From an optimization exercise on the open Yosys and OpenROAD flow, aimed at small area and a short achievable clock period; shortcuts taken in it are not production practice.
Where RTL was checked, it was by simulation tests only, not by an equivalence proof against the original.
For run 1, only the layout was checked, not whether the RTL still works.
Power and IR drop assume default switching activity.

## flow/design.v (module list and top-level ports; edited modules follow where they fit)
// module hwpe_stream_fifo: 51 lines
// module hwpe_shift_fifo: 51 lines
// module hwpe_ctrl_decode: 99 lines
// module hwpe_mac_engine: 1045 lines
// module hwpe_result_unit: 55 lines
// module cluster_hwpe_tile: 114 lines
module cluster_hwpe_tile #(
  parameter int unsigned OpndDepth = 4,
  parameter int unsigned ResDepth  = 4
) (
  input  logic                               clk_i,
  input  logic                               rst_n_i,
  input  logic                               wb_cyc_i,
  input  logic                               wb_stb_i,
  input  logic                               wb_we_i,
  input  logic [tile_cfg_pkg::WB_ADDR_W-1:0] wb_adr_i,
  input  logic [tile_cfg_pkg::WB_DATA_W-1:0] wb_dat_i,
  output logic [tile_cfg_pkg::WB_DATA_W-1:0] wb_dat_o,
  output logic                               wb_ack_o,
  output logic                               wb_err_o,
  output logic                               evt_o
);
  // ...
==> flow/flow/run.sh <==
#!/bin/bash
# Standard synthesis, then the standard layout with a tighter setup
# target for repair_timing and plain buffers on the ports; each step logs
# to its own file here (the ORFS logs are under orfs/logs).
# The clock and constraints are unchanged.
set -euo pipefail
MARGIN=${MARGIN:-6.6}
bash standard.sh synth > synth.log 2>&1
bash standard.sh SETUP_SLACK_MARGIN=$MARGIN "BUFFER_PORTS_ARGS=-buffer_cell sky130_fd_sc_hd__buf_2" finish > layout.log 2>&1
==> flow/standard.sh <==
#!/bin/bash
# synth_recipe.tcl (not shown) runs the flow's synth.tcl, then flattens the netlist and writes it again
# the make line also repeats each setting of config.mk as NAME=value (left out here)
make -C /OpenROAD-flow-scripts/flow DESIGN_CONFIG=/design/flow/config.mk WORK_HOME=/design/flow/orfs CLKGATE_MAP_FILE= SYNTH_SCRIPT=/design/flow/synth_recipe.tcl "${@:-finish}"
==> flow/config.mk <==
export PLATFORM = sky130hd
export DESIGN_NAME = cluster_hwpe_tile
export DESIGN_NICKNAME = cluster_hwpe_tile
export VERILOG_FILES = /design/flow/design.v
export SDC_FILE = /design/flow/constraint.sdc
export NUM_CORES = 4
export LEC_CHECK = 0
export ABC_CLOCK_PERIOD_IN_PS = 3500
export CAP_MARGIN = 20
export CORE_MARGIN = 2
export CORE_UTILIZATION = 40
export CTS_CLUSTER_DIAMETER = 120
export CTS_CLUSTER_SIZE = 24
export SLEW_MARGIN = 20
==> flow/constraint.sdc <==
create_clock -name core_clock -period 10.0 [get_ports {clk_i}]
set_input_delay 2.0000 -clock core_clock [delete_from_list [all_inputs] [get_ports {clk_i}]]
set_output_delay 2.0000 -clock core_clock [all_outputs]
set_load 0.01 [all_outputs]
==> metrics.md, run 1 <==
| Metric | Value |
|---|---|
| Die Ht | approximately 260 um |
| Reg clk slew, reported paths | about 0.09 ns |
| Post-synthesis compound-gate area fraction | approximately 8.7% |
| DRT met1 WL | between 20000 and 30000 um |
| Comb power frac | between 40% and 50% |
| Syn Nets | around 2300 |
| Routed Antenna Nets | 0 |
| Worst R2R End | i_res_fifo.mem_q[1][31]$_DFFE_PP_ |
| DR iter-0 viols | between 1000 and 1500 |
| Placer congestion estimate | about 0.82 |
| Layout cell share with drive strength beyond 1 | between 10% and 20% |
| Fill count | 5882 |
| Met1 usage | 27.79% |
| Outcome | no timing/DRC/antenna violations |
| Met3 wire length | between 4000 and 5000 um |
| Clk. pwr | approximately 1.1 mW |
| Total power | approximately 6.8 mW |
| Power Sequential | 2.58 mW |
| Clock buffers and inverters, area share | between 2 and 2.5% |
| Met2 WL | 33450 um |
| Worst Path Max Fanout | 4 |
| Netlist cell types | 65 |
| Row Count | 93 |
| Avg Inst Size Synth | approximately 12 um2 |
| Worst path buffer plus inverter count | 5 |
| Sequential share of cell area | a little under half |
| Clock share of power | 16.1% |
| Initial cell density of the core | approximately two fifths |
==> module hwpe_mac_engine, before the edit <==
module hwpe_mac_engine (
  input  logic                    clk_i,
  input  logic                    rst_n_i,
  input  logic                    start_i,
  input  hwpe_pkg::opcode_e       opcode_i,
  input  logic                    opnd_valid_i,
  output logic                    opnd_ready_o,
  input  hwpe_pkg::operand_pair_t opnd_data_i,
  input  hwpe_pkg::operand_pair_t opnd_next_i,
  output logic                    res_valid_o,
  input  logic                    res_ready_i,
  output hwpe_pkg::result_t       res_data_o
);
  logic        is_add_q;     
  logic        is_mac_q;     
  logic        acc_en_q;     
  logic        acc_dis_q;    
  logic        valid_q;
  logic        fire;
  logic        is_add_d;
  logic [31:0] s_q;
  logic [31:0] c_q;
  logic [15:0] a;
  logic [15:0] b;
  logic [17:0] bn;           
  logic [8:0]  one_d, one_q;
  logic [7:0]  two_d, two_q;
  logic [7:0]  neg_d, neg_q;
  logic [31:0] x1;
  logic [31:0] x2;
  logic [31:0] tree_s;
  logic [31:0] tree_c;
  logic [16:0] bp0;
  logic [16:0] bp1;
  logic [16:0] bp2;
  logic [16:0] bp3;
  logic [16:0] bp4;
  logic [16:0] bp5;
  logic [16:0] bp6;
  logic [16:0] bp7;
  logic [15:0] bp8;
  assign opnd_ready_o = ~valid_q | res_ready_i;
  assign fire         = opnd_valid_i & opnd_ready_o;
  assign a = opnd_data_i.a;
  assign b = opnd_data_i.b;
  assign is_add_d = start_i ? ((opcode_i != hwpe_pkg::OP_MUL) && (opcode_i != hwpe_pkg::OP_MAC))
                            : is_add_q;
  assign bn = {1'b0, opnd_next_i.b, 1'b0};
  always_comb begin
    for (int unsigned k = 0; k < 8; k++) begin
      one_d[k] = bn[2*k+1] ^ bn[2*k];
      two_d[k] = (bn[2*k+2] & ~bn[2*k+1] & ~bn[2*k]) | (~bn[2*k+2] & bn[2*k+1] & bn[2*k]);
      neg_d[k] = bn[2*k+2] & ~(bn[2*k+1] & bn[2*k]);
    end
    one_d[8] = bn[16];
    if (is_add_d) begin
      one_d = 9'b1;
      two_d = '0;
      neg_d = '0;
    end
  end
  always_ff @(posedge clk_i) begin
    one_q <= one_d;
    two_q <= two_d;
    neg_q <= neg_d;
  end
  always_comb begin
    x1 = s_q & {32{acc_en_q}};
    x1[15:0] = x1[15:0] | (b & {16{is_add_q}});
    x2 = c_q & {32{~acc_dis_q}};
  end
  assign bp0 = (({1'b0, a} & {17{one_q[0]}}) | ({a, 1'b0} & {17{two_q[0]}})) ^ {17{neg_q[0]}};
  assign bp1 = (({1'b0, a} & {17{one_q[1]}}) | ({a, 1'b0} & {17{two_q[1]}})) ^ {17{neg_q[1]}};
  assign bp2 = (({1'b0, a} & {17{one_q[2]}}) | ({a, 1'b0} & {17{two_q[2]}})) ^ {17{neg_q[2]}};
  assign bp3 = (({1'b0, a} & {17{one_q[3]}}) | ({a, 1'b0} & {17{two_q[3]}})) ^ {17{neg_q[3]}};
  assign bp4 = (({1'b0, a} & {17{one_q[4]}}) | ({a, 1'b0} & {17{two_q[4]}})) ^ {17{neg_q[4]}};
  assign bp5 = (({1'b0, a} & {17{one_q[5]}}) | ({a, 1'b0} & {17{two_q[5]}})) ^ {17{neg_q[5]}};
  assign bp6 = (({1'b0, a} & {17{one_q[6]}}) | ({a, 1'b0} & {17{two_q[6]}})) ^ {17{neg_q[6]}};
  assign bp7 = (({1'b0, a} & {17{one_q[7]}}) | ({a, 1'b0} & {17{two_q[7]}})) ^ {17{neg_q[7]}};
  assign bp8 = a & {16{one_q[8]}};
  logic hs0, hc0;
  assign hs0 = bp0[12] ^ bp1[10];
  assign hc0 = bp0[12] & bp1[10];
  logic hs1, hc1;
  assign hs1 = bp0[13] ^ bp1[11];
  assign hc1 = bp0[13] & bp1[11];
  logic fs0, fc0;
  assign fs0 = bp0[14] ^ bp1[12] ^ bp2[10];
  assign fc0 = (bp0[14] ^ bp1[12]) ? bp2[10] : bp0[14];
  logic hs2, hc2;
  assign hs2 = bp3[8] ^ bp4[6];
  assign hc2 = bp3[8] & bp4[6];
  logic fs1, fc1;
  assign fs1 = bp0[15] ^ bp1[13] ^ bp2[11];
  assign fc1 = (bp0[15] ^ bp1[13]) ? bp2[11] : bp0[15];
  logic hs3, hc3;
  assign hs3 = bp3[9] ^ bp4[7];
  assign hc3 = bp3[9] & bp4[7];
  logic fs2, fc2;
  assign fs2 = bp0[16] ^ bp1[14] ^ bp2[12];
  assign fc2 = (bp0[16] ^ bp1[14]) ? bp2[12] : bp0[16];
  logic fs3, fc3;
  assign fs3 = bp3[10] ^ bp4[8] ^ bp5[6];
  assign fc3 = (bp3[10] ^ bp4[8]) ? bp5[6] : bp3[10];
  logic fs4, fc4;
  assign fs4 = ~neg_q[0] ^ bp1[15] ^ bp2[13];
  assign fc4 = (~neg_q[0] ^ bp1[15]) ? bp2[13] : ~neg_q[0];
  logic fs5, fc5;
  assign fs5 = bp3[11] ^ bp4[9] ^ bp5[7];
  assign fc5 = (bp3[11] ^ bp4[9]) ? bp5[7] : bp3[11];
  logic hs4, hc4;
  assign hs4 = bp6[5] ^ bp7[3];
  assign hc4 = bp6[5] & bp7[3];
  logic fs6, fc6;
  assign fs6 = bp1[16] ^ bp2[14] ^ bp3[12];
  assign fc6 = (bp1[16] ^ bp2[14]) ? bp3[12] : bp1[16];
  logic fs7, fc7;
  assign fs7 = bp4[10] ^ bp5[8] ^ bp6[6];
  assign fc7 = (bp4[10] ^ bp5[8]) ? bp6[6] : bp4[10];
  logic hs5, hc5;
  assign hs5 = bp7[4] ^ bp8[2];
  assign hc5 = bp7[4] & bp8[2];
  logic fs8, fc8;
  assign fs8 = ~neg_q[1] ^ bp2[15] ^ bp3[13];
  assign fc8 = (~neg_q[1] ^ bp2[15]) ? bp3[13] : ~neg_q[1];
  logic fs9, fc9;
  assign fs9 = bp4[11] ^ bp5[9] ^ bp6[7];
  assign fc9 = (bp4[11] ^ bp5[9]) ? bp6[7] : bp4[11];
  logic fs10, fc10;
  assign fs10 = bp2[16] ^ bp3[14] ^ bp4[12];
  assign fc10 = (bp2[16] ^ bp3[14]) ? bp4[12] : bp2[16];
  logic hs6, hc6;
  assign hs6 = bp5[10] ^ bp6[8];
  assign hc6 = bp5[10] & bp6[8];
  logic fs11, fc11;
  assign fs11 = ~neg_q[2] ^ bp3[15] ^ bp4[13];
  assign fc11 = (~neg_q[2] ^ bp3[15]) ? bp4[13] : ~neg_q[2];
  logic hs7, hc7;
  assign hs7 = bp3[16] ^ bp4[14];
  assign hc7 = bp3[16] & bp4[14];
  logic hs8, hc8;
  assign hs8 = bp0[6] ^ bp1[4];
  assign hc8 = bp0[6] & bp1[4];
  logic hs9, hc9;
  assign hs9 = bp0[7] ^ bp1[5];
  assign hc9 = bp0[7] & bp1[5];
  logic fs12, fc12;
  assign fs12 = bp0[8] ^ bp1[6] ^ bp2[4];
  assign fc12 = (bp0[8] & bp1[6]) | (bp0[8] & bp2[4]) | (bp1[6] & bp2[4]);
  logic hs10, hc10;
  assign hs10 = bp3[2] ^ bp4[0];
  assign hc10 = bp3[2] & bp4[0];
  logic fs13, fc13;
  assign fs13 = bp0[9] ^ bp1[7] ^ bp2[5];
  assign fc13 = (bp0[9] & bp1[7]) | (bp0[9] & bp2[5]) | (bp1[7] & bp2[5]);
  logic hs11, hc11;
  assign hs11 = bp3[3] ^ bp4[1];
  assign hc11 = bp3[3] & bp4[1];
  logic fs14, fc14;
  assign fs14 = bp0[10] ^ bp1[8] ^ bp2[6];
  assign fc14 = (bp0[10] & bp1[8]) | (bp0[10] & bp2[6]) | (bp1[8] & bp2[6]);
  logic fs15, fc15;
  assign fs15 = bp3[4] ^ bp4[2] ^ bp5[0];
  assign fc15 = (bp3[4] & bp4[2]) | (bp3[4] & bp5[0]) | (bp4[2] & bp5[0]);
  logic hs12, hc12;
  assign hs12 = neg_q[5] ^ x1[10];
  assign hc12 = neg_q[5] & x1[10];
  logic fs16, fc16;
  assign fs16 = bp0[11] ^ bp1[9] ^ bp2[7];
  assign fc16 = (bp0[11] & bp1[9]) | (bp0[11] & bp2[7]) | (bp1[9] & bp2[7]);
  logic fs17, fc17;
  assign fs17 = bp3[5] ^ bp4[3] ^ bp5[1];
  assign fc17 = (bp3[5] & bp4[3]) | (bp3[5] & bp5[1]) | (bp4[3] & bp5[1]);
  logic hs13, hc13;
  assign hs13 = x1[11] ^ x2[11];
  assign hc13 = x1[11] & x2[11];
  logic fs18, fc18;
  assign fs18 = bp2[8] ^ bp3[6] ^ bp4[4];
  assign fc18 = (bp2[8] & bp3[6]) | (bp2[8] & bp4[4]) | (bp3[6] & bp4[4]);
  logic fs19, fc19;
  assign fs19 = bp5[2] ^ bp6[0] ^ neg_q[6];
  assign fc19 = (bp5[2] & bp6[0]) | (bp5[2] & neg_q[6]) | (bp6[0] & neg_q[6]);
  logic fs20, fc20;
  assign fs20 = x1[12] ^ x2[12] ^ hs0;
  assign fc20 = (x1[12] ^ x2[12]) ? hs0 : x1[12];
  logic fs21, fc21;
  assign fs21 = bp2[9] ^ bp3[7] ^ bp4[5];
  assign fc21 = (bp2[9] & bp3[7]) | (bp2[9] & bp4[5]) | (bp3[7] & bp4[5]);
  logic fs22, fc22;
  assign fs22 = bp5[3] ^ bp6[1] ^ x1[13];
  assign fc22 = (bp5[3] & bp6[1]) | (bp5[3] & x1[13]) | (bp6[1] & x1[13]);
  logic fs23, fc23;
  assign fs23 = x2[13] ^ hc0 ^ hs1;
  assign fc23 = (x2[13] ^ hc0) ? hs1 : x2[13];
  logic fs24, fc24;
  assign fs24 = bp5[4] ^ bp6[2] ^ bp7[0];
  assign fc24 = (bp5[4] & bp6[2]) | (bp5[4] & bp7[0]) | (bp6[2] & bp7[0]);
  logic fs25, fc25;
  assign fs25 = neg_q[7] ^ x1[14] ^ x2[14];
  assign fc25 = (neg_q[7] & x1[14]) | (neg_q[7] & x2[14]) | (x1[14] & x2[14]);
  logic fs26, fc26;
  assign fs26 = hc1 ^ fs0 ^ hs2;
  assign fc26 = (hc1 ^ fs0) ? hs2 : hc1;
  logic fs27, fc27;
  assign fs27 = bp5[5] ^ bp6[3] ^ bp7[1];
  assign fc27 = (bp5[5] & bp6[3]) | (bp5[5] & bp7[1]) | (bp6[3] & bp7[1]);
  logic fs28, fc28;
  assign fs28 = x1[15] ^ x2[15] ^ fc0;
  assign fc28 = (x1[15] ^ x2[15]) ? fc0 : x1[15];
  logic fs29, fc29;
  assign fs29 = hc2 ^ fs1 ^ hs3;
  assign fc29 = (hc2 ^ fs1) ? hs3 : hc2;
  logic fs30, fc30;
  assign fs30 = bp6[4] ^ bp7[2] ^ bp8[0];
  assign fc30 = (bp6[4] & bp7[2]) | (bp6[4] & bp8[0]) | (bp7[2] & bp8[0]);
  logic fs31, fc31;
  assign fs31 = x1[16] ^ x2[16] ^ fc1;
  assign fc31 = (x1[16] ^ x2[16]) ? fc1 : x1[16];
  logic fs32, fc32;
  assign fs32 = hc3 ^ fs2 ^ fs3;
  assign fc32 = (hc3 ^ fs2) ? fs3 : hc3;
  logic fs33, fc33;
  assign fs33 = bp8[1] ^ x1[17] ^ x2[17];
  assign fc33 = (bp8[1] & x1[17]) | (bp8[1] & x2[17]) | (x1[17] & x2[17]);
  logic fs34, fc34;
  assign fs34 = 1'b1 ^ fc2 ^ fc3;
  assign fc34 = (1'b1 ^ fc2) ? fc3 : 1'b1;
  logic fs35, fc35;
  assign fs35 = fs4 ^ fs5 ^ hs4;
  assign fc35 = (fs4 ^ fs5) ? hs4 : fs4;
  logic fs36, fc36;
  assign fs36 = x1[18] ^ x2[18] ^ 1'b1;
  assign fc36 = (x1[18] & x2[18]) | (x1[18] & 1'b1) | (x2[18] & 1'b1);
  logic fs37, fc37;
  assign fs37 = fc4 ^ fc5 ^ hc4;
  assign fc37 = (fc4 ^ fc5) ? hc4 : fc4;
  logic fs38, fc38;
  assign fs38 = fs6 ^ fs7 ^ hs5;
  assign fc38 = (fs6 ^ fs7) ? hs5 : fs6;
  logic fs39, fc39;
  assign fs39 = bp7[5] ^ bp8[3] ^ x1[19];
  assign fc39 = (bp7[5] & bp8[3]) | (bp7[5] & x1[19]) | (bp8[3] & x1[19]);
  logic fs40, fc40;
  assign fs40 = x2[19] ^ fc6 ^ fc7;
  assign fc40 = (x2[19] ^ fc6) ? fc7 : x2[19];
  logic fs41, fc41;
  assign fs41 = hc5 ^ fs8 ^ fs9;
  assign fc41 = (hc5 ^ fs8) ? fs9 : hc5;
  logic fs42, fc42;
  assign fs42 = bp7[6] ^ bp8[4] ^ x1[20];
  assign fc42 = (bp7[6] & bp8[4]) | (bp7[6] & x1[20]) | (bp8[4] & x1[20]);
  logic fs43, fc43;
  assign fs43 = x2[20] ^ 1'b1 ^ fc8;
  assign fc43 = (x2[20] ^ 1'b1) ? fc8 : x2[20];
  logic fs44, fc44;
  assign fs44 = fc9 ^ fs10 ^ hs6;
  assign fc44 = (fc9 ^ fs10) ? hs6 : fc9;
  logic fs45, fc45;
  assign fs45 = bp5[11] ^ bp6[9] ^ bp7[7];
  assign fc45 = (bp5[11] & bp6[9]) | (bp5[11] & bp7[7]) | (bp6[9] & bp7[7]);
  logic fs46, fc46;
  assign fs46 = bp8[5] ^ x1[21] ^ x2[21];
  assign fc46 = (bp8[5] & x1[21]) | (bp8[5] & x2[21]) | (x1[21] & x2[21]);
  logic fs47, fc47;
  assign fs47 = fc10 ^ hc6 ^ fs11;
  assign fc47 = (fc10 ^ hc6) ? fs11 : fc10;
  logic fs48, fc48;
  assign fs48 = bp5[12] ^ bp6[10] ^ bp7[8];
  assign fc48 = (bp5[12] & bp6[10]) | (bp5[12] & bp7[8]) | (bp6[10] & bp7[8]);
  logic fs49, fc49;
  assign fs49 = bp8[6] ^ x1[22] ^ x2[22];
  assign fc49 = (bp8[6] & x1[22]) | (bp8[6] & x2[22]) | (x1[22] & x2[22]);
  logic fs50, fc50;
  assign fs50 = 1'b1 ^ fc11 ^ hs7;
  assign fc50 = (1'b1 ^ fc11) ? hs7 : 1'b1;
  logic fs51, fc51;
  assign fs51 = ~neg_q[3] ^ bp4[15] ^ bp5[13];
  assign fc51 = (~neg_q[3] & bp4[15]) | (~neg_q[3] & bp5[13]) | (bp4[15] & bp5[13]);
  logic fs52, fc52;
  assign fs52 = bp6[11] ^ bp7[9] ^ bp8[7];
  assign fc52 = (bp6[11] & bp7[9]) | (bp6[11] & bp8[7]) | (bp7[9] & bp8[7]);
  logic fs53, fc53;
  assign fs53 = x1[23] ^ x2[23] ^ hc7;
  assign fc53 = (x1[23] ^ x2[23]) ? hc7 : x1[23];
  logic fs54, fc54;
  assign fs54 = bp4[16] ^ bp5[14] ^ bp6[12];
  assign fc54 = (bp4[16] & bp5[14]) | (bp4[16] & bp6[12]) | (bp5[14] & bp6[12]);
  logic fs55, fc55;
  assign fs55 = bp7[10] ^ bp8[8] ^ x1[24];
  assign fc55 = (bp7[10] & bp8[8]) | (bp7[10] & x1[24]) | (bp8[8] & x1[24]);
  logic hs14, hc14;
  assign hs14 = x2[24] ^ 1'b1;
  assign hc14 = x2[24] & 1'b1;
  logic fs56, fc56;
  assign fs56 = ~neg_q[4] ^ bp5[15] ^ bp6[13];
  assign fc56 = (~neg_q[4] & bp5[15]) | (~neg_q[4] & bp6[13]) | (bp5[15] & bp6[13]);
  logic fs57, fc57;
  assign fs57 = bp7[11] ^ bp8[9] ^ x1[25];
  assign fc57 = (bp7[11] & bp8[9]) | (bp7[11] & x1[25]) | (bp8[9] & x1[25]);
  logic fs58, fc58;
  assign fs58 = bp5[16] ^ bp6[14] ^ bp7[12];
  assign fc58 = (bp5[16] & bp6[14]) | (bp5[16] & bp7[12]) | (bp6[14] & bp7[12]);
  logic hs15, hc15;
  assign hs15 = bp8[10] ^ x1[26];
  assign hc15 = bp8[10] & x1[26];
  logic fs59, fc59;
  assign fs59 = ~neg_q[5] ^ bp6[15] ^ bp7[13];
  assign fc59 = (~neg_q[5] ^ bp6[15]) ? bp7[13] : ~neg_q[5];
  logic hs16, hc16;
  assign hs16 = bp6[16] ^ bp7[14];
  assign hc16 = bp6[16] & bp7[14];
  logic hs17, hc17;
  assign hs17 = bp0[2] ^ bp1[0];
  assign hc17 = bp0[2] & bp1[0];
  logic hs18, hc18;
  assign hs18 = bp0[3] ^ bp1[1];
  assign hc18 = bp0[3] & bp1[1];
  logic fs60, fc60;
  assign fs60 = bp0[4] ^ bp1[2] ^ bp2[0];
  assign fc60 = (bp0[4] & bp1[2]) | (bp0[4] & bp2[0]) | (bp1[2] & bp2[0]);
  logic hs19, hc19;
  assign hs19 = neg_q[2] ^ x1[4];
  assign hc19 = neg_q[2] & x1[4];
  logic fs61, fc61;
  assign fs61 = bp0[5] ^ bp1[3] ^ bp2[1];
  assign fc61 = (bp0[5] & bp1[3]) | (bp0[5] & bp2[1]) | (bp1[3] & bp2[1]);
  logic hs20, hc20;
  assign hs20 = x1[5] ^ x2[5];
  assign hc20 = x1[5] & x2[5];
  logic fs62, fc62;
  assign fs62 = bp2[2] ^ bp3[0] ^ neg_q[3];
  assign fc62 = (bp2[2] & bp3[0]) | (bp2[2] & neg_q[3]) | (bp3[0] & neg_q[3]);
  logic fs63, fc63;
  assign fs63 = x1[6] ^ x2[6] ^ hs8;
  assign fc63 = (x1[6] & x2[6]) | (x1[6] & hs8) | (x2[6] & hs8);
  logic fs64, fc64;
  assign fs64 = bp2[3] ^ bp3[1] ^ x1[7];
  assign fc64 = (bp2[3] & bp3[1]) | (bp2[3] & x1[7]) | (bp3[1] & x1[7]);
  logic fs65, fc65;
  assign fs65 = x2[7] ^ hc8 ^ hs9;
  assign fc65 = (x2[7] & hc8) | (x2[7] & hs9) | (hc8 & hs9);
  logic fs66, fc66;
  assign fs66 = neg_q[4] ^ x1[8] ^ x2[8];
  assign fc66 = (neg_q[4] & x1[8]) | (neg_q[4] & x2[8]) | (x1[8] & x2[8]);
  logic fs67, fc67;
  assign fs67 = hc9 ^ fs12 ^ hs10;
  assign fc67 = (hc9 & fs12) | (hc9 & hs10) | (fs12 & hs10);
  logic fs68, fc68;
  assign fs68 = x1[9] ^ x2[9] ^ fc12;
  assign fc68 = (x1[9] & x2[9]) | (x1[9] & fc12) | (x2[9] & fc12);
  logic fs69, fc69;
  assign fs69 = hc10 ^ fs13 ^ hs11;
  assign fc69 = (hc10 & fs13) | (hc10 & hs11) | (fs13 & hs11);
  logic fs70, fc70;
  assign fs70 = x2[10] ^ fc13 ^ hc11;
  assign fc70 = (x2[10] & fc13) | (x2[10] & hc11) | (fc13 & hc11);
  logic fs71, fc71;
  assign fs71 = fs14 ^ fs15 ^ hs12;
  assign fc71 = (fs14 & fs15) | (fs14 & hs12) | (fs15 & hs12);
  logic fs72, fc72;
  assign fs72 = fc14 ^ fc15 ^ hc12;
  assign fc72 = (fc14 & fc15) | (fc14 & hc12) | (fc15 & hc12);
  logic fs73, fc73;
  assign fs73 = fs16 ^ fs17 ^ hs13;
  assign fc73 = (fs16 & fs17) | (fs16 & hs13) | (fs17 & hs13);
  logic fs74, fc74;
  assign fs74 = fc16 ^ fc17 ^ hc13;
  assign fc74 = (fc16 & fc17) | (fc16 & hc13) | (fc17 & hc13);
  logic fs75, fc75;
  assign fs75 = fs18 ^ fs19 ^ fs20;
  assign fc75 = (fs18 ^ fs19) ? fs20 : fs18;
  logic fs76, fc76;
  assign fs76 = fc18 ^ fc19 ^ fc20;
  assign fc76 = (fc18 ^ fc19) ? fc20 : fc18;
  logic fs77, fc77;
  assign fs77 = fs21 ^ fs22 ^ fs23;
  assign fc77 = (fs21 ^ fs22) ? fs23 : fs21;
  logic fs78, fc78;
  assign fs78 = fc21 ^ fc22 ^ fc23;
  assign fc78 = (fc21 ^ fc22) ? fc23 : fc21;
  logic fs79, fc79;
  assign fs79 = fs24 ^ fs25 ^ fs26;
  assign fc79 = (fs24 ^ fs25) ? fs26 : fs24;
  logic fs80, fc80;
  assign fs80 = fc24 ^ fc25 ^ fc26;
  assign fc80 = (fc24 ^ fc25) ? fc26 : fc24;
  logic fs81, fc81;
  assign fs81 = fs27 ^ fs28 ^ fs29;
  assign fc81 = (fs27 ^ fs28) ? fs29 : fs27;
  logic fs82, fc82;
  assign fs82 = fc27 ^ fc28 ^ fc29;
  assign fc82 = (fc27 ^ fc28) ? fc29 : fc27;
  logic fs83, fc83;
  assign fs83 = fs30 ^ fs31 ^ fs32;
  assign fc83 = (fs30 ^ fs31) ? fs32 : fs30;
  logic fs84, fc84;
  assign fs84 = fc30 ^ fc31 ^ fc32;
  assign fc84 = (fc30 ^ fc31) ? fc32 : fc30;
  logic fs85, fc85;
  assign fs85 = fs33 ^ fs34 ^ fs35;
  assign fc85 = (fs33 ^ fs34) ? fs35 : fs33;
  logic fs86, fc86;
  assign fs86 = fc33 ^ fc34 ^ fc35;
  assign fc86 = (fc33 ^ fc34) ? fc35 : fc33;
  logic fs87, fc87;
  assign fs87 = fs36 ^ fs37 ^ fs38;
  assign fc87 = (fs36 ^ fs37) ? fs38 : fs36;
  logic fs88, fc88;
  assign fs88 = fc36 ^ fc37 ^ fc38;
  assign fc88 = (fc36 ^ fc37) ? fc38 : fc36;
  logic fs89, fc89;
  assign fs89 = fs39 ^ fs40 ^ fs41;
  assign fc89 = (fs39 ^ fs40) ? fs41 : fs39;
  logic fs90, fc90;
  assign fs90 = fc39 ^ fc40 ^ fc41;
  assign fc90 = (fc39 ^ fc40) ? fc41 : fc39;
  logic fs91, fc91;
  assign fs91 = fs42 ^ fs43 ^ fs44;
  assign fc91 = (fs42 ^ fs43) ? fs44 : fs42;
  logic fs92, fc92;
  assign fs92 = fc42 ^ fc43 ^ fc44;
  assign fc92 = (fc42 ^ fc43) ? fc44 : fc42;
  logic fs93, fc93;
  assign fs93 = fs45 ^ fs46 ^ fs47;
  assign fc93 = (fs45 ^ fs46) ? fs47 : fs45;
  logic fs94, fc94;
  assign fs94 = fc45 ^ fc46 ^ fc47;
  assign fc94 = (fc45 ^ fc46) ? fc47 : fc45;
  logic fs95, fc95;
  assign fs95 = fs48 ^ fs49 ^ fs50;
  assign fc95 = (fs48 ^ fs49) ? fs50 : fs48;
  logic fs96, fc96;
  assign fs96 = fc48 ^ fc49 ^ fc50;
  assign fc96 = (fc48 ^ fc49) ? fc50 : fc48;
  logic fs97, fc97;
  assign fs97 = fs51 ^ fs52 ^ fs53;
  assign fc97 = (fs51 ^ fs52) ? fs53 : fs51;
  logic fs98, fc98;
  assign fs98 = fc51 ^ fc52 ^ fc53;
  assign fc98 = (fc51 ^ fc52) ? fc53 : fc51;
  logic fs99, fc99;
  assign fs99 = fs54 ^ fs55 ^ hs14;
  assign fc99 = (fs54 & fs55) | (fs54 & hs14) | (fs55 & hs14);
  logic fs100, fc100;
  assign fs100 = x2[25] ^ fc54 ^ fc55;
  assign fc100 = (x2[25] & fc54) | (x2[25] & fc55) | (fc54 & fc55);
  logic fs101, fc101;
  assign fs101 = hc14 ^ fs56 ^ fs57;
  assign fc101 = (hc14 & fs56) | (hc14 & fs57) | (fs56 & fs57);
  logic fs102, fc102;
  assign fs102 = x2[26] ^ 1'b1 ^ fc56;
  assign fc102 = (x2[26] & 1'b1) | (x2[26] & fc56) | (1'b1 & fc56);
  logic fs103, fc103;
  assign fs103 = fc57 ^ fs58 ^ hs15;
  assign fc103 = (fc57 & fs58) | (fc57 & hs15) | (fs58 & hs15);
  logic fs104, fc104;
  assign fs104 = bp8[11] ^ x1[27] ^ x2[27];
  assign fc104 = (bp8[11] & x1[27]) | (bp8[11] & x2[27]) | (x1[27] & x2[27]);
  logic fs105, fc105;
  assign fs105 = fc58 ^ hc15 ^ fs59;
  assign fc105 = (fc58 & hc15) | (fc58 & fs59) | (hc15 & fs59);
  logic fs106, fc106;
  assign fs106 = bp8[12] ^ x1[28] ^ x2[28];
  assign fc106 = (bp8[12] & x1[28]) | (bp8[12] & x2[28]) | (x1[28] & x2[28]);
  logic fs107, fc107;
  assign fs107 = 1'b1 ^ fc59 ^ hs16;
  assign fc107 = (1'b1 & fc59) | (1'b1 & hs16) | (fc59 & hs16);
  logic fs108, fc108;
  assign fs108 = ~neg_q[6] ^ bp7[15] ^ bp8[13];
  assign fc108 = (~neg_q[6] & bp7[15]) | (~neg_q[6] & bp8[13]) | (bp7[15] & bp8[13]);
  logic fs109, fc109;
  assign fs109 = x1[29] ^ x2[29] ^ hc16;
  assign fc109 = (x1[29] & x2[29]) | (x1[29] & hc16) | (x2[29] & hc16);
  logic fs110, fc110;
  assign fs110 = bp7[16] ^ bp8[14] ^ x1[30];
  assign fc110 = (bp7[16] & bp8[14]) | (bp7[16] & x1[30]) | (bp8[14] & x1[30]);
  logic hs21, hc21;
  assign hs21 = x2[30] ^ 1'b1;
  assign hc21 = x2[30] & 1'b1;
  logic fs111, fc111;
  assign fs111 = ~neg_q[7] ^ bp8[15] ^ x1[31];
  assign fc111 = (~neg_q[7] & bp8[15]) | (~neg_q[7] & x1[31]) | (bp8[15] & x1[31]);
  logic hs22, hc22;
  assign hs22 = bp0[0] ^ neg_q[0];
  assign hc22 = bp0[0] & neg_q[0];
  logic hs23, hc23;
  assign hs23 = bp0[1] ^ x1[1];
  assign hc23 = bp0[1] & x1[1];
  logic fs112, fc112;
  assign fs112 = neg_q[1] ^ x1[2] ^ x2[2];
  assign fc112 = (neg_q[1] & x1[2]) | (neg_q[1] & x2[2]) | (x1[2] & x2[2]);
  logic fs113, fc113;
  assign fs113 = x1[3] ^ x2[3] ^ hc17;
  assign fc113 = (x1[3] & x2[3]) | (x1[3] & hc17) | (x2[3] & hc17);
  logic fs114, fc114;
  assign fs114 = x2[4] ^ hc18 ^ fs60;
  assign fc114 = (x2[4] & hc18) | (x2[4] & fs60) | (hc18 & fs60);
  logic fs115, fc115;
  assign fs115 = fc60 ^ hc19 ^ fs61;
  assign fc115 = (fc60 & hc19) | (fc60 & fs61) | (hc19 & fs61);
  logic fs116, fc116;
  assign fs116 = fc61 ^ hc20 ^ fs62;
  assign fc116 = (fc61 & hc20) | (fc61 & fs62) | (hc20 & fs62);
  logic fs117, fc117;
  assign fs117 = fc62 ^ fc63 ^ fs64;
  assign fc117 = (fc62 ^ fc63) ? fs64 : fc62;
  logic fs118, fc118;
  assign fs118 = fc64 ^ fc65 ^ fs66;
  assign fc118 = (fc64 ^ fc65) ? fs66 : fc64;
  logic fs119, fc119;
  assign fs119 = fc66 ^ fc67 ^ fs68;
  assign fc119 = (fc66 ^ fc67) ? fs68 : fc66;
  logic fs120, fc120;
  assign fs120 = fc68 ^ fc69 ^ fs70;
  assign fc120 = (fc68 ^ fc69) ? fs70 : fc68;
  logic fs121, fc121;
  assign fs121 = fc70 ^ fc71 ^ fs72;
  assign fc121 = (fc70 ^ fc71) ? fs72 : fc70;
  logic fs122, fc122;
  assign fs122 = fc72 ^ fc73 ^ fs74;
  assign fc122 = (fc72 ^ fc73) ? fs74 : fc72;
  logic fs123, fc123;
  assign fs123 = fc74 ^ fc75 ^ fs76;
  assign fc123 = (fc74 ^ fc75) ? fs76 : fc74;
  logic fs124, fc124;
  assign fs124 = fc76 ^ fc77 ^ fs78;
  assign fc124 = (fc76 ^ fc77) ? fs78 : fc76;
  logic fs125, fc125;
  assign fs125 = fc78 ^ fc79 ^ fs80;
  assign fc125 = (fc78 ^ fc79) ? fs80 : fc78;
  logic fs126, fc126;
  assign fs126 = fc80 ^ fc81 ^ fs82;
  assign fc126 = (fc80 ^ fc81) ? fs82 : fc80;
  logic fs127, fc127;
  assign fs127 = fc82 ^ fc83 ^ fs84;
  assign fc127 = (fc82 ^ fc83) ? fs84 : fc82;
  logic fs128, fc128;
  assign fs128 = fc84 ^ fc85 ^ fs86;
  assign fc128 = (fc84 ^ fc85) ? fs86 : fc84;
  logic fs129, fc129;
  assign fs129 = fc86 ^ fc87 ^ fs88;
  assign fc129 = (fc86 ^ fc87) ? fs88 : fc86;
  logic fs130, fc130;
  assign fs130 = fc88 ^ fc89 ^ fs90;
  assign fc130 = (fc88 ^ fc89) ? fs90 : fc88;
  logic fs131, fc131;
  assign fs131 = fc90 ^ fc91 ^ fs92;
  assign fc131 = (fc90 ^ fc91) ? fs92 : fc90;
  logic fs132, fc132;
  assign fs132 = fc92 ^ fc93 ^ fs94;
  assign fc132 = (fc92 ^ fc93) ? fs94 : fc92;
  logic fs133, fc133;
  assign fs133 = fc94 ^ fc95 ^ fs96;
  assign fc133 = (fc94 ^ fc95) ? fs96 : fc94;
  logic fs134, fc134;
  assign fs134 = fc96 ^ fc97 ^ fs98;
  assign fc134 = (fc96 ^ fc97) ? fs98 : fc96;
  logic fs135, fc135;
  assign fs135 = fc98 ^ fc99 ^ fs100;
  assign fc135 = (fc98 ^ fc99) ? fs100 : fc98;
  logic fs136, fc136;
  assign fs136 = fc100 ^ fc101 ^ fs102;
  assign fc136 = (fc100 ^ fc101) ? fs102 : fc100;
  logic fs137, fc137;
  assign fs137 = fc102 ^ fc103 ^ fs104;
  assign fc137 = (fc102 ^ fc103) ? fs104 : fc102;
  logic fs138, fc138;
  assign fs138 = fc104 ^ fc105 ^ fs106;
  assign fc138 = (fc104 ^ fc105) ? fs106 : fc104;
  logic fs139, fc139;
  assign fs139 = fc106 ^ fc107 ^ fs108;
  assign fc139 = (fc106 ^ fc107) ? fs108 : fc106;
  logic fs140, fc140;
  assign fs140 = fc108 ^ fc109 ^ fs110;
  assign fc140 = (fc108 & fc109) | (fc108 & fs110) | (fc109 & fs110);
  logic fs141, fc141;
  assign fs141 = x2[31] ^ fc110 ^ hc21;
  assign fc141 = (x2[31] & fc110) | (x2[31] & hc21) | (fc110 & hc21);
  logic hs24, hc24;
  assign hs24 = x1[0] ^ x2[0];
  assign hc24 = x1[0] & x2[0];
  logic fs142, fc142;
  assign fs142 = x2[1] ^ hc22 ^ hs23;
  assign fc142 = (x2[1] & hc22) | (x2[1] & hs23) | (hc22 & hs23);
  logic fs143, fc143;
  assign fs143 = hs17 ^ hc23 ^ fs112;
  assign fc143 = (hs17 & hc23) | (hs17 & fs112) | (hc23 & fs112);
  logic fs144, fc144;
  assign fs144 = hs18 ^ fc112 ^ fs113;
  assign fc144 = (hs18 & fc112) | (hs18 & fs113) | (fc112 & fs113);
  logic fs145, fc145;
  assign fs145 = hs19 ^ fc113 ^ fs114;
  assign fc145 = (hs19 & fc113) | (hs19 & fs114) | (fc113 & fs114);
  logic fs146, fc146;
  assign fs146 = hs20 ^ fc114 ^ fs115;
  assign fc146 = (hs20 & fc114) | (hs20 & fs115) | (fc114 & fs115);
  logic fs147, fc147;
  assign fs147 = fs63 ^ fc115 ^ fs116;
  assign fc147 = (fs63 & fc115) | (fs63 & fs116) | (fc115 & fs116);
  logic fs148, fc148;
  assign fs148 = fs65 ^ fc116 ^ fs117;
  assign fc148 = (fs65 & fc116) | (fs65 & fs117) | (fc116 & fs117);
  logic fs149, fc149;
  assign fs149 = fs67 ^ fc117 ^ fs118;
  assign fc149 = (fs67 & fc117) | (fs67 & fs118) | (fc117 & fs118);
  logic fs150, fc150;
  assign fs150 = fs69 ^ fc118 ^ fs119;
  assign fc150 = (fs69 ^ fc118) ? fs119 : fs69;
  logic fs151, fc151;
  assign fs151 = fs71 ^ fc119 ^ fs120;
  assign fc151 = (fs71 ^ fc119) ? fs120 : fs71;
  logic fs152, fc152;
  assign fs152 = fs73 ^ fc120 ^ fs121;
  assign fc152 = (fs73 ^ fc120) ? fs121 : fs73;
  logic fs153, fc153;
  assign fs153 = fs75 ^ fc121 ^ fs122;
  assign fc153 = (fs75 ^ fc121) ? fs122 : fs75;
  logic fs154, fc154;
  assign fs154 = fs77 ^ fc122 ^ fs123;
  assign fc154 = (fs77 ^ fc122) ? fs123 : fs77;
  logic fs155, fc155;
  assign fs155 = fs79 ^ fc123 ^ fs124;
  assign fc155 = (fs79 ^ fc123) ? fs124 : fs79;
  logic fs156, fc156;
  assign fs156 = fs81 ^ fc124 ^ fs125;
  assign fc156 = (fs81 ^ fc124) ? fs125 : fs81;
  logic fs157, fc157;
  assign fs157 = fs83 ^ fc125 ^ fs126;
  assign fc157 = (fs83 ^ fc125) ? fs126 : fs83;
  logic fs158, fc158;
  assign fs158 = fs85 ^ fc126 ^ fs127;
  assign fc158 = (fs85 ^ fc126) ? fs127 : fs85;
  logic fs159, fc159;
  assign fs159 = fs87 ^ fc127 ^ fs128;
  assign fc159 = (fs87 ^ fc127) ? fs128 : fs87;
  logic fs160, fc160;
  assign fs160 = fs89 ^ fc128 ^ fs129;
  assign fc160 = (fs89 ^ fc128) ? fs129 : fs89;
  logic fs161, fc161;
  assign fs161 = fs91 ^ fc129 ^ fs130;
  assign fc161 = (fs91 ^ fc129) ? fs130 : fs91;
  logic fs162, fc162;
  assign fs162 = fs93 ^ fc130 ^ fs131;
  assign fc162 = (fs93 ^ fc130) ? fs131 : fs93;
  logic fs163, fc163;
  assign fs163 = fs95 ^ fc131 ^ fs132;
  assign fc163 = (fs95 ^ fc131) ? fs132 : fs95;
  logic fs164, fc164;
  assign fs164 = fs97 ^ fc132 ^ fs133;
  assign fc164 = (fs97 ^ fc132) ? fs133 : fs97;
  logic fs165, fc165;
  assign fs165 = fs99 ^ fc133 ^ fs134;
  assign fc165 = (fs99 ^ fc133) ? fs134 : fs99;
  logic fs166, fc166;
  assign fs166 = fs101 ^ fc134 ^ fs135;
  assign fc166 = (fs101 ^ fc134) ? fs135 : fs101;
  logic fs167, fc167;
  assign fs167 = fs103 ^ fc135 ^ fs136;
  assign fc167 = (fs103 ^ fc135) ? fs136 : fs103;
  logic fs168, fc168;
  assign fs168 = fs105 ^ fc136 ^ fs137;
  assign fc168 = (fs105 ^ fc136) ? fs137 : fs105;
  logic fs169, fc169;
  assign fs169 = fs107 ^ fc137 ^ fs138;
  assign fc169 = (fs107 ^ fc137) ? fs138 : fs107;
  logic fs170, fc170;
  assign fs170 = fs109 ^ fc138 ^ fs139;
  assign fc170 = (fs109 & fc138) | (fs109 & fs139) | (fc138 & fs139);
  logic fs171, fc171;
  assign fs171 = hs21 ^ fc139 ^ fs140;
  assign fc171 = (hs21 & fc139) | (hs21 & fs140) | (fc139 & fs140);
  logic fs172, fc172;
  assign fs172 = fs111 ^ fc140 ^ fs141;
  assign fc172 = (fs111 & fc140) | (fs111 & fs141) | (fc140 & fs141);
  assign tree_s[0] = hs22;
  assign tree_c[0] = hs24;
  assign tree_s[1] = hc24;
  assign tree_c[1] = fs142;
  assign tree_s[2] = fc142;
  assign tree_c[2] = fs143;
  assign tree_s[3] = fc143;
  assign tree_c[3] = fs144;
  assign tree_s[4] = fc144;
  assign tree_c[4] = fs145;
  assign tree_s[5] = fc145;
  assign tree_c[5] = fs146;
  assign tree_s[6] = fc146;
  assign tree_c[6] = fs147;
  assign tree_s[7] = fc147;
  assign tree_c[7] = fs148;
  assign tree_s[8] = fc148;
  assign tree_c[8] = fs149;
  assign tree_s[9] = fc149;
  assign tree_c[9] = fs150;
  assign tree_s[10] = fc150;
  assign tree_c[10] = fs151;
  assign tree_s[11] = fc151;
  assign tree_c[11] = fs152;
  assign tree_s[12] = fc152;
  assign tree_c[12] = fs153;
  assign tree_s[13] = fc153;
  assign tree_c[13] = fs154;
  assign tree_s[14] = fc154;
  assign tree_c[14] = fs155;
  assign tree_s[15] = fc155;
  assign tree_c[15] = fs156;
  assign tree_s[16] = fc156;
  assign tree_c[16] = fs157;
  assign tree_s[17] = fc157;
  assign tree_c[17] = fs158;
  assign tree_s[18] = fc158;
  assign tree_c[18] = fs159;
  assign tree_s[19] = fc159;
  assign tree_c[19] = fs160;
  assign tree_s[20] = fc160;
  assign tree_c[20] = fs161;
  assign tree_s[21] = fc161;
  assign tree_c[21] = fs162;
  assign tree_s[22] = fc162;
  assign tree_c[22] = fs163;
  assign tree_s[23] = fc163;
  assign tree_c[23] = fs164;
  assign tree_s[24] = fc164;
  assign tree_c[24] = fs165;
  assign tree_s[25] = fc165;
  assign tree_c[25] = fs166;
  assign tree_s[26] = fc166;
  assign tree_c[26] = fs167;
  assign tree_s[27] = fc167;
  assign tree_c[27] = fs168;
  assign tree_s[28] = fc168;
  assign tree_c[28] = fs169;
  assign tree_s[29] = fc169;
  assign tree_c[29] = fs170;
  assign tree_s[30] = fc170;
  assign tree_c[30] = fs171;
  assign tree_s[31] = fc171;
  assign tree_c[31] = fs172;
  always_ff @(posedge clk_i or negedge rst_n_i) begin
    if (!rst_n_i) begin
      is_add_q   <= 1'b1;
      is_mac_q   <= 1'b0;
      acc_en_q   <= 1'b0;
      acc_dis_q  <= 1'b1;
      valid_q    <= 1'b0;
    end else begin
      is_add_q <= is_add_d;
      if (start_i) begin
        is_mac_q  <= (opcode_i == hwpe_pkg::OP_MAC);
        acc_en_q  <= 1'b0;
        acc_dis_q <= 1'b1;
      end else if (fire) begin
        acc_en_q  <= is_mac_q;
        acc_dis_q <= ~is_mac_q;
      end
      if (fire) begin
        valid_q <= 1'b1;
      end else if (res_ready_i) begin
        valid_q <= 1'b0;
      end
    end
  end
  always_ff @(posedge clk_i) begin
    if (fire) begin
      s_q <= tree_s;
      c_q <= tree_c;
    end
  end
  assign res_valid_o = valid_q;
  logic [31:0] cg0, cp0;
  assign cg0 = s_q & c_q;
  assign cp0 = s_q ^ c_q;
  logic cg1_1, cp1_1;
  assign cg1_1 = cg0[1] | (cp0[1] & cg0[0]);
  assign cp1_1 = cp0[1] & cp0[0];
  logic cg1_3, cp1_3;
  assign cg1_3 = cg0[3] | (cp0[3] & cg0[2]);
  assign cp1_3 = cp0[3] & cp0[2];
  logic cg1_5, cp1_5;
  assign cg1_5 = cg0[5] | (cp0[5] & cg0[4]);
  assign cp1_5 = cp0[5] & cp0[4];
  logic cg1_7, cp1_7;
  assign cg1_7 = cg0[7] | (cp0[7] & cg0[6]);
  assign cp1_7 = cp0[7] & cp0[6];
  logic cg1_9, cp1_9;
  assign cg1_9 = cg0[9] | (cp0[9] & cg0[8]);
  assign cp1_9 = cp0[9] & cp0[8];
  logic cg1_11, cp1_11;
  assign cg1_11 = cg0[11] | (cp0[11] & cg0[10]);
  assign cp1_11 = cp0[11] & cp0[10];
  logic cg1_13, cp1_13;
  assign cg1_13 = cg0[13] | (cp0[13] & cg0[12]);
  assign cp1_13 = cp0[13] & cp0[12];
  logic cg1_15, cp1_15;
  assign cg1_15 = cg0[15] | (cp0[15] & cg0[14]);
  assign cp1_15 = cp0[15] & cp0[14];
  logic cg1_17, cp1_17;
  assign cg1_17 = cg0[17] | (cp0[17] & cg0[16]);
  assign cp1_17 = cp0[17] & cp0[16];
  logic cg1_19, cp1_19;
  assign cg1_19 = cg0[19] | (cp0[19] & cg0[18]);
  assign cp1_19 = cp0[19] & cp0[18];
  logic cg1_21, cp1_21;
  assign cg1_21 = cg0[21] | (cp0[21] & cg0[20]);
  assign cp1_21 = cp0[21] & cp0[20];
  logic cg1_23, cp1_23;
  assign cg1_23 = cg0[23] | (cp0[23] & cg0[22]);
  assign cp1_23 = cp0[23] & cp0[22];
  logic cg1_25, cp1_25;
  assign cg1_25 = cg0[25] | (cp0[25] & cg0[24]);
  assign cp1_25 = cp0[25] & cp0[24];
  logic cg1_27, cp1_27;
  assign cg1_27 = cg0[27] | (cp0[27] & cg0[26]);
  assign cp1_27 = cp0[27] & cp0[26];
  logic cg1_29, cp1_29;
  assign cg1_29 = cg0[29] | (cp0[29] & cg0[28]);
  assign cp1_29 = cp0[29] & cp0[28];
  logic cg1_31, cp1_31;
  assign cg1_31 = cg0[31] | (cp0[31] & cg0[30]);
  assign cp1_31 = cp0[31] & cp0[30];
  logic cg2_2, cp2_2;
  assign cg2_2 = cg0[2] | (cp0[2] & cg1_1);
  assign cp2_2 = cp0[2] & cp1_1;
  logic cg2_3, cp2_3;
  assign cg2_3 = cg1_3 | (cp1_3 & cg1_1);
  assign cp2_3 = cp1_3 & cp1_1;
  logic cg2_6, cp2_6;
  assign cg2_6 = cg0[6] | (cp0[6] & cg1_5);
  assign cp2_6 = cp0[6] & cp1_5;
  logic cg2_7, cp2_7;
  assign cg2_7 = cg1_7 | (cp1_7 & cg1_5);
  assign cp2_7 = cp1_7 & cp1_5;
  logic cg2_10, cp2_10;
  assign cg2_10 = cg0[10] | (cp0[10] & cg1_9);
  assign cp2_10 = cp0[10] & cp1_9;
  logic cg2_11, cp2_11;
  assign cg2_11 = cg1_11 | (cp1_11 & cg1_9);
  assign cp2_11 = cp1_11 & cp1_9;
  logic cg2_14, cp2_14;
  assign cg2_14 = cg0[14] | (cp0[14] & cg1_13);
  assign cp2_14 = cp0[14] & cp1_13;
  logic cg2_15, cp2_15;
  assign cg2_15 = cg1_15 | (cp1_15 & cg1_13);
  assign cp2_15 = cp1_15 & cp1_13;
  logic cg2_18, cp2_18;
  assign cg2_18 = cg0[18] | (cp0[18] & cg1_17);
  assign cp2_18 = cp0[18] & cp1_17;
  logic cg2_19, cp2_19;
  assign cg2_19 = cg1_19 | (cp1_19 & cg1_17);
  assign cp2_19 = cp1_19 & cp1_17;
  logic cg2_22, cp2_22;
  assign cg2_22 = cg0[22] | (cp0[22] & cg1_21);
  assign cp2_22 = cp0[22] & cp1_21;
  logic cg2_23, cp2_23;
  assign cg2_23 = cg1_23 | (cp1_23 & cg1_21);
  assign cp2_23 = cp1_23 & cp1_21;
  logic cg2_26, cp2_26;
  assign cg2_26 = cg0[26] | (cp0[26] & cg1_25);
  assign cp2_26 = cp0[26] & cp1_25;
  logic cg2_27, cp2_27;
  assign cg2_27 = cg1_27 | (cp1_27 & cg1_25);
  assign cp2_27 = cp1_27 & cp1_25;
  logic cg2_30, cp2_30;
  assign cg2_30 = cg0[30] | (cp0[30] & cg1_29);
  assign cp2_30 = cp0[30] & cp1_29;
  logic cg2_31, cp2_31;
  assign cg2_31 = cg1_31 | (cp1_31 & cg1_29);
  assign cp2_31 = cp1_31 & cp1_29;
  logic cg3_4, cp3_4;
  assign cg3_4 = cg0[4] | (cp0[4] & cg2_3);
  assign cp3_4 = cp0[4] & cp2_3;
  logic cg3_5, cp3_5;
  assign cg3_5 = cg1_5 | (cp1_5 & cg2_3);
  assign cp3_5 = cp1_5 & cp2_3;
  logic cg3_6, cp3_6;
  assign cg3_6 = cg2_6 | (cp2_6 & cg2_3);
  assign cp3_6 = cp2_6 & cp2_3;
  logic cg3_7, cp3_7;
  assign cg3_7 = cg2_7 | (cp2_7 & cg2_3);
  assign cp3_7 = cp2_7 & cp2_3;
  logic cg3_12, cp3_12;
  assign cg3_12 = cg0[12] | (cp0[12] & cg2_11);
  assign cp3_12 = cp0[12] & cp2_11;
  logic cg3_13, cp3_13;
  assign cg3_13 = cg1_13 | (cp1_13 & cg2_11);
  assign cp3_13 = cp1_13 & cp2_11;
  logic cg3_14, cp3_14;
  assign cg3_14 = cg2_14 | (cp2_14 & cg2_11);
  assign cp3_14 = cp2_14 & cp2_11;
  logic cg3_15, cp3_15;
  assign cg3_15 = cg2_15 | (cp2_15 & cg2_11);
  assign cp3_15 = cp2_15 & cp2_11;
  logic cg3_20, cp3_20;
  assign cg3_20 = cg0[20] | (cp0[20] & cg2_19);
  assign cp3_20 = cp0[20] & cp2_19;
  logic cg3_21, cp3_21;
  assign cg3_21 = cg1_21 | (cp1_21 & cg2_19);
  assign cp3_21 = cp1_21 & cp2_19;
  logic cg3_22, cp3_22;
  assign cg3_22 = cg2_22 | (cp2_22 & cg2_19);
  assign cp3_22 = cp2_22 & cp2_19;
  logic cg3_23, cp3_23;
  assign cg3_23 = cg2_23 | (cp2_23 & cg2_19);
  assign cp3_23 = cp2_23 & cp2_19;
  logic cg3_28, cp3_28;
  assign cg3_28 = cg0[28] | (cp0[28] & cg2_27);
  assign cp3_28 = cp0[28] & cp2_27;
  logic cg3_29, cp3_29;
  assign cg3_29 = cg1_29 | (cp1_29 & cg2_27);
  assign cp3_29 = cp1_29 & cp2_27;
  logic cg3_30, cp3_30;
  assign cg3_30 = cg2_30 | (cp2_30 & cg2_27);
  assign cp3_30 = cp2_30 & cp2_27;
  logic cg3_31, cp3_31;
  assign cg3_31 = cg2_31 | (cp2_31 & cg2_27);
  assign cp3_31 = cp2_31 & cp2_27;
  logic cg4_8, cp4_8;
  assign cg4_8 = cg0[8] | (cp0[8] & cg3_7);
  assign cp4_8 = cp0[8] & cp3_7;
  logic cg4_9, cp4_9;
  assign cg4_9 = cg1_9 | (cp1_9 & cg3_7);
  assign cp4_9 = cp1_9 & cp3_7;
  logic cg4_10, cp4_10;
  assign cg4_10 = cg2_10 | (cp2_10 & cg3_7);
  assign cp4_10 = cp2_10 & cp3_7;
  logic cg4_11, cp4_11;
  assign cg4_11 = cg2_11 | (cp2_11 & cg3_7);
  assign cp4_11 = cp2_11 & cp3_7;
  logic cg4_12, cp4_12;
  assign cg4_12 = cg3_12 | (cp3_12 & cg3_7);
  assign cp4_12 = cp3_12 & cp3_7;
  logic cg4_13, cp4_13;
  assign cg4_13 = cg3_13 | (cp3_13 & cg3_7);
  assign cp4_13 = cp3_13 & cp3_7;
  logic cg4_14, cp4_14;
  assign cg4_14 = cg3_14 | (cp3_14 & cg3_7);
  assign cp4_14 = cp3_14 & cp3_7;
  logic cg4_15, cp4_15;
  assign cg4_15 = cg3_15 | (cp3_15 & cg3_7);
  assign cp4_15 = cp3_15 & cp3_7;
  logic cg4_24, cp4_24;
  assign cg4_24 = cg0[24] | (cp0[24] & cg3_23);
  assign cp4_24 = cp0[24] & cp3_23;
  logic cg4_25, cp4_25;
  assign cg4_25 = cg1_25 | (cp1_25 & cg3_23);
  assign cp4_25 = cp1_25 & cp3_23;
  logic cg4_26, cp4_26;
  assign cg4_26 = cg2_26 | (cp2_26 & cg3_23);
  assign cp4_26 = cp2_26 & cp3_23;
  logic cg4_27, cp4_27;
  assign cg4_27 = cg2_27 | (cp2_27 & cg3_23);
  assign cp4_27 = cp2_27 & cp3_23;
  logic cg4_28, cp4_28;
  assign cg4_28 = cg3_28 | (cp3_28 & cg3_23);
  assign cp4_28 = cp3_28 & cp3_23;
  logic cg4_29, cp4_29;
  assign cg4_29 = cg3_29 | (cp3_29 & cg3_23);
  assign cp4_29 = cp3_29 & cp3_23;
  logic cg4_30, cp4_30;
  assign cg4_30 = cg3_30 | (cp3_30 & cg3_23);
  assign cp4_30 = cp3_30 & cp3_23;
  logic cg4_31, cp4_31;
  assign cg4_31 = cg3_31 | (cp3_31 & cg3_23);
  assign cp4_31 = cp3_31 & cp3_23;
  logic cg5_16, cp5_16;
  assign cg5_16 = cg0[16] | (cp0[16] & cg4_15);
  assign cp5_16 = cp0[16] & cp4_15;
  logic cg5_17, cp5_17;
  assign cg5_17 = cg1_17 | (cp1_17 & cg4_15);
  assign cp5_17 = cp1_17 & cp4_15;
  logic cg5_18, cp5_18;
  assign cg5_18 = cg2_18 | (cp2_18 & cg4_15);
  assign cp5_18 = cp2_18 & cp4_15;
  logic cg5_19, cp5_19;
  assign cg5_19 = cg2_19 | (cp2_19 & cg4_15);
  assign cp5_19 = cp2_19 & cp4_15;
  logic cg5_20, cp5_20;
  assign cg5_20 = cg3_20 | (cp3_20 & cg4_15);
  assign cp5_20 = cp3_20 & cp4_15;
  logic cg5_21, cp5_21;
  assign cg5_21 = cg3_21 | (cp3_21 & cg4_15);
  assign cp5_21 = cp3_21 & cp4_15;
  logic cg5_22, cp5_22;
  assign cg5_22 = cg3_22 | (cp3_22 & cg4_15);
  assign cp5_22 = cp3_22 & cp4_15;
  logic cg5_23, cp5_23;
  assign cg5_23 = cg3_23 | (cp3_23 & cg4_15);
  assign cp5_23 = cp3_23 & cp4_15;
  logic cg5_24, cp5_24;
  assign cg5_24 = cg4_24 | (cp4_24 & cg4_15);
  assign cp5_24 = cp4_24 & cp4_15;
  logic cg5_25, cp5_25;
  assign cg5_25 = cg4_25 | (cp4_25 & cg4_15);
  assign cp5_25 = cp4_25 & cp4_15;
  logic cg5_26, cp5_26;
  assign cg5_26 = cg4_26 | (cp4_26 & cg4_15);
  assign cp5_26 = cp4_26 & cp4_15;
  logic cg5_27, cp5_27;
  assign cg5_27 = cg4_27 | (cp4_27 & cg4_15);
  assign cp5_27 = cp4_27 & cp4_15;
  logic cg5_28, cp5_28;
  assign cg5_28 = cg4_28 | (cp4_28 & cg4_15);
  assign cp5_28 = cp4_28 & cp4_15;
  logic cg5_29, cp5_29;
  assign cg5_29 = cg4_29 | (cp4_29 & cg4_15);
  assign cp5_29 = cp4_29 & cp4_15;
  logic cg5_30, cp5_30;
  assign cg5_30 = cg4_30 | (cp4_30 & cg4_15);
  assign cp5_30 = cp4_30 & cp4_15;
  logic cg5_31, cp5_31;
  assign cg5_31 = cg4_31 | (cp4_31 & cg4_15);
  assign cp5_31 = cp4_31 & cp4_15;
  assign res_data_o[0] = cp0[0];
  assign res_data_o[1] = cp0[1] ^ cg0[0];
  assign res_data_o[2] = cp0[2] ^ cg1_1;
  assign res_data_o[3] = cp0[3] ^ cg2_2;
  assign res_data_o[4] = cp0[4] ^ cg2_3;
  assign res_data_o[5] = cp0[5] ^ cg3_4;
  assign res_data_o[6] = cp0[6] ^ cg3_5;
  assign res_data_o[7] = cp0[7] ^ cg3_6;
  assign res_data_o[8] = cp0[8] ^ cg3_7;
  assign res_data_o[9] = cp0[9] ^ cg4_8;
  assign res_data_o[10] = cp0[10] ^ cg4_9;
  assign res_data_o[11] = cp0[11] ^ cg4_10;
  assign res_data_o[12] = cp0[12] ^ cg4_11;
  assign res_data_o[13] = cp0[13] ^ cg4_12;
  assign res_data_o[14] = cp0[14] ^ cg4_13;
  assign res_data_o[15] = cp0[15] ^ cg4_14;
  assign res_data_o[16] = cp0[16] ^ cg4_15;
  assign res_data_o[17] = cp0[17] ^ cg5_16;
  assign res_data_o[18] = cp0[18] ^ cg5_17;
  assign res_data_o[19] = cp0[19] ^ cg5_18;
  assign res_data_o[20] = cp0[20] ^ cg5_19;
  assign res_data_o[21] = cp0[21] ^ cg5_20;
  assign res_data_o[22] = cp0[22] ^ cg5_21;
  assign res_data_o[23] = cp0[23] ^ cg5_22;
  assign res_data_o[24] = cp0[24] ^ cg5_23;
  assign res_data_o[25] = cp0[25] ^ cg5_24;
  assign res_data_o[26] = cp0[26] ^ cg5_25;
  assign res_data_o[27] = cp0[27] ^ cg5_26;
  assign res_data_o[28] = cp0[28] ^ cg5_27;
  assign res_data_o[29] = cp0[29] ^ cg5_28;
  assign res_data_o[30] = cp0[30] ^ cg5_29;
  assign res_data_o[31] = cp0[31] ^ cg5_30;
endmodule
==> inputs of run 2 (changes only) <==
--- a/flow/design.v
+++ b/flow/design.v
@@ -514,7 +514,7 @@
   assign fc52 = (bp6[11] & bp7[9]) | (bp6[11] & bp8[7]) | (bp7[9] & bp8[7]);
   logic fs53, fc53;
   assign fs53 = x1[23] ^ x2[23] ^ hc7;
-  assign fc53 = (x1[23] ^ x2[23]) ? hc7 : x1[23];
+  assign fc53 = (x1[23] & x2[23]) | (x1[23] & hc7) | (x2[23] & hc7);
   logic fs54, fc54;
   assign fs54 = bp4[16] ^ bp5[14] ^ bp6[12];
   assign fc54 = (bp4[16] & bp5[14]) | (bp4[16] & bp6[12]) | (bp5[14] & bp6[12]);
@@ -736,10 +736,10 @@
   assign fc116 = (fc61 & hc20) | (fc61 & fs62) | (hc20 & fs62);
   logic fs117, fc117;
   assign fs117 = fc62 ^ fc63 ^ fs64;
-  assign fc117 = (fc62 ^ fc63) ? fs64 : fc62;
+  assign fc117 = (fc62 & fc63) | (fc62 & fs64) | (fc63 & fs64);
   logic fs118, fc118;
   assign fs118 = fc64 ^ fc65 ^ fs66;
-  assign fc118 = (fc64 ^ fc65) ? fs66 : fc64;
+  assign fc118 = (fc64 & fc65) | (fc64 & fs66) | (fc65 & fs66);
   logic fs119, fc119;
   assign fs119 = fc66 ^ fc67 ^ fs68;
   assign fc119 = (fc66 ^ fc67) ? fs68 : fc66;
@@ -802,7 +802,7 @@
   assign fc138 = (fc104 ^ fc105) ? fs106 : fc104;
   logic fs139, fc139;
   assign fs139 = fc106 ^ fc107 ^ fs108;
-  assign fc139 = (fc106 ^ fc107) ? fs108 : fc106;
+  assign fc139 = (fc106 & fc107) | (fc106 & fs108) | (fc107 & fs108);
   logic fs140, fc140;
   assign fs140 = fc108 ^ fc109 ^ fs110;
   assign fc140 = (fc108 & fc109) | (fc108 & fs110) | (fc109 & fs110);
@@ -895,7 +895,7 @@
   assign fc168 = (fs105 ^ fc136) ? fs137 : fs105;
   logic fs169, fc169;
   assign fs169 = fs107 ^ fc137 ^ fs138;
-  assign fc169 = (fs107 ^ fc137) ? fs138 : fs107;
+  assign fc169 = (fs107 & fc137) | (fs107 & fs138) | (fc137 & fs138);
   logic fs170, fc170;
   assign fs170 = fs109 ^ fc138 ^ fs139;
   assign fc170 = (fs109 & fc138) | (fs109 & fs139) | (fc138 & fs139);
--- a/flow/flow/run.sh
+++ b/flow/flow/run.sh
@@ -4,6 +4,6 @@
 # to its own file here (the ORFS logs are under orfs/logs).
 # The clock and constraints are unchanged.
 set -euo pipefail
-MARGIN=${MARGIN:-6.6}
+MARGIN=${MARGIN:-6.75}
 bash standard.sh synth > synth.log 2>&1
 bash standard.sh SETUP_SLACK_MARGIN=$MARGIN "BUFFER_PORTS_ARGS=-buffer_cell sky130_fd_sc_hd__buf_2" finish > layout.log 2>&1
==> run 2 against run 1 <==
Sequential power hardly changed. Synthesized area grew 0.26%. Total power grew 2.8%. Final cell count is 0.13% higher. Via count down 0.54%. First-iteration DRC count down 2.1%. Final area rose by 1.9%. Non-clock buffer count grew 10. Synthesized cell count is 0.47% lower. Largest cell class unchanged.
==> metrics.md, run 2 <==
| Metric | Value |
|---|---|
| Outcome | no timing/DRC/antenna violations |
| Fill count | 5910 (+0.48%) |
| Largest family of logic cells by synthesized area | adder cells |
| Antenna violations before repair | 3 |
| Worst r2r src | i_opnd_fifo.mem_q[0][15]$_DFFE_PP_ |
| Crit Path Category | reg2reg |
| Post-synthesis compound-gate area fraction | 8.748% (+0.035 points) |
| FF+latch count, synth | ~470 |
| Top FF cell, synth | edfxtp_1 |
| Worst hold path depth | 2 |
| Netlist cell types | 66 (+1.5%) |
| CP arrival | 3.59 ns |
| Most frequent cells in the layout | 368 x edfxtp_1, 215 x xnor2_1, 162 x nand2_1 |
| Final Core Density | approximately 46% |
| Clock root cell | clkbuf_16 |
| First-pass GRT wire length | around 100000 um |
| Slew Limit Fails | 0 |
| Layout cell share with drive strength beyond 1 | 21.54% (+3.5 points) |
| Placer congestion estimate | 0.8510 (+3.5%) |
| Initial cell density of the core | 40.54% (about the same) |
| Overflow after GRT | 0 |
| Multi-input gate area | around 0.013 mm2 |
| DR iter-0 viols | 1354 (-2.1%) |
| Routed Antenna Nets | 0 (unchanged) |
| Largest net degree at the start of global routing | 69 |
| Period utilization | about a third |
| Reg clk slew, reported paths | 0.10 ns (about the same) |
| Worst Path Max Fanout | 9 (+5) |
| Row Count | 93 (unchanged) |
| Clk latency of the worst-skew pair | approximately 0.60 ns |
| # diodes | 0 |
| Cell count after synthesis | between 2000 and 2500 |
| Syn Std Cell Area | between 0.02 and 0.03 mm2 |
| Endpoint class of the critical path | register |
| Post-synth top cells | 368 x edfxtp_1, 253 x xnor2_1, 163 x nand2_1, 148 x a22oi_1, 113 x inv_1 |
| Tightest Hold Check Type | reg2reg |
| XOR/XNOR Fraction of Synth Area | around an eighth |
| Core Region | around 0.065 mm2 |
| Avg Inst Size Synth | 12.49 um2 (+0.74%) |
| Die Ht | 260.1 um (+0.13%) |
| Storage cell area | ~0.013 mm2 |
| Hold-fix buffers, CTS | 0 |
| Syn Nets | 2334 (-0.21%) |
| Routed WL per cell | between 20 and 25 um |
| Post-Synth Adder-Cell Area | around an eighth |
| DPL Wire Length | approximately 45000 um |
| Hold Path Origin | i_decode.ctrl_q[6]$_DFFE_PP_ |
| Worst R2R End | i_engine.c_q[17]$_DFFE_PP_ |
| TNS Setup | 0 ns |
==> run 2: changes by cell type in the layout (fill, tap and decap cells not counted), moves of 9 or more <==
cell and change:
xnor2_1 -38, xnor2_2 +23, o21ai_0 -11, a21oi_1 -10
a22oi_1 -9, a22oi_2 +9
==> run 2: worst max path at each step <==
stage,startpoint,to,slack [ns],depth (start not counted)
after floorplan,wb_adr_i[2],i_result.head_q[0]$_DFFE_PP_,6.57,7
after global placement,wb_adr_i[2],i_result.head_q[18]$_DFFE_PP_,5.91,7
after detailed placement,wb_adr_i[2],i_result.head_q[27]$_DFFE_PP_,5.87,7
after CTS,i_opnd_fifo.mem_q[0][14]$_DFFE_PP_,i_engine.c_q[17]$_DFFE_PP_,6.75,11
after global routing,i_opnd_fifo.mem_q[0][8]$_DFFE_PP_,i_engine.c_q[17]$_DFFE_PP_,6.60,12
final,i_opnd_fifo.mem_q[0][15]$_DFFE_PP_,i_engine.c_q[17]$_DFFE_PP_,6.75,10
==> run 2: area by class of cell <==
class / count / area share (%)
sequential: 472 / 45.16
timing repair buffer: 169 / 4.531
clock buffer: 41 / 2.321
clock inverter: 5 / 0.2753
multi-input combinational: 1383 / 42.54
tap: 855 / 3.621
timing repair inverter: 1 / 0.02541
inverter: 116 / 1.529
==> run 2: through the flow <==
| stage | cells | setup slack [ns] | power [mW] | hold slack (ns) | area (um2) |
|---|---|---|---|---|---|
| after floorplan | 2101 | 6.571 | 5.002 | 0.4371 | 26280 |
| after global placement | 2931 | 5.915 | 5.507 | 0.4779 | 27380 |
| after detailed placement | 2931 | 5.871 | 5.600 | 0.4845 | 27380 |
| after CTS | 3030 | 6.751 | 6.829 | 0.5010 | 28880 |
| after global routing | 3042 | 6.605 | 7.449 | 0.5195 | 29540 |
| final | 3042 | 6.751 | 6.981 | 0.4924 | 29540 |
==> run 2: what timing repair did <==
| item | in CTS | in global routing |
|---|---|---|
| pin swaps | 11 | 55 |
| gates resized for setup | 49 | 121 |
| setup buffers | 52 | 12 |
| cloned | 1 | 0 |
| setup endpoints to repair | 152 | 136 |
==> run 2: logic make-up (layout without fill, tap and decap cells) <==
| kind of cell | Yosys count | in the layout |
|---|---|---|
| flops | 472 | 472 |
| simple gates | 376 | 376 |
| xor+xnor | 341 | 341 |
| compound gates | 336 | 336 |
| buf+inv | 246 | 332 |
| fa+ha+maj | 208 | 208 |
| mux | 122 | 122 |
==> run 2: worst max-delay path, stage by stage (launching register included) <==
cell and delay [ns]:
edfxtp_1 0.43, buf_12 0.18, a22oi_2 0.20, xnor2_2 0.18, maj3_2 0.26, inv_1 0.05, maj3_1 0.37, fa_1 0.50
fa_2 0.57, xor2_1 0.17, xnor2_1 0.08
==> run 2: report_power, final <==
part	switching [mW]	total [mW]	internal, mW
registers	0.135	2.61	2.47
logic	1.67	3.23	1.56
clock network	0.654	1.15	0.493
==> run 2: metal layers <==
layer  routed length, um  part of all wire, %  GRT usage [%]  vias up
li1                    -                    -              -     7510
met1               30000                   44          27.40     8387
met2               32240                   48          32.61      502
met3                3579                  5.3          2.466      103
met4                1861                  2.7          5.397        2
met5                  31                0.046              0        -

Check on run 2: ideal ports give 6.751 ns setup slack; a clkbuf_16 on the clock port and buf_2 on the inputs give 6.751 ns; moving port delays by the midpoint clock arrival (0.651 ns) as well gives 6.250 ns.
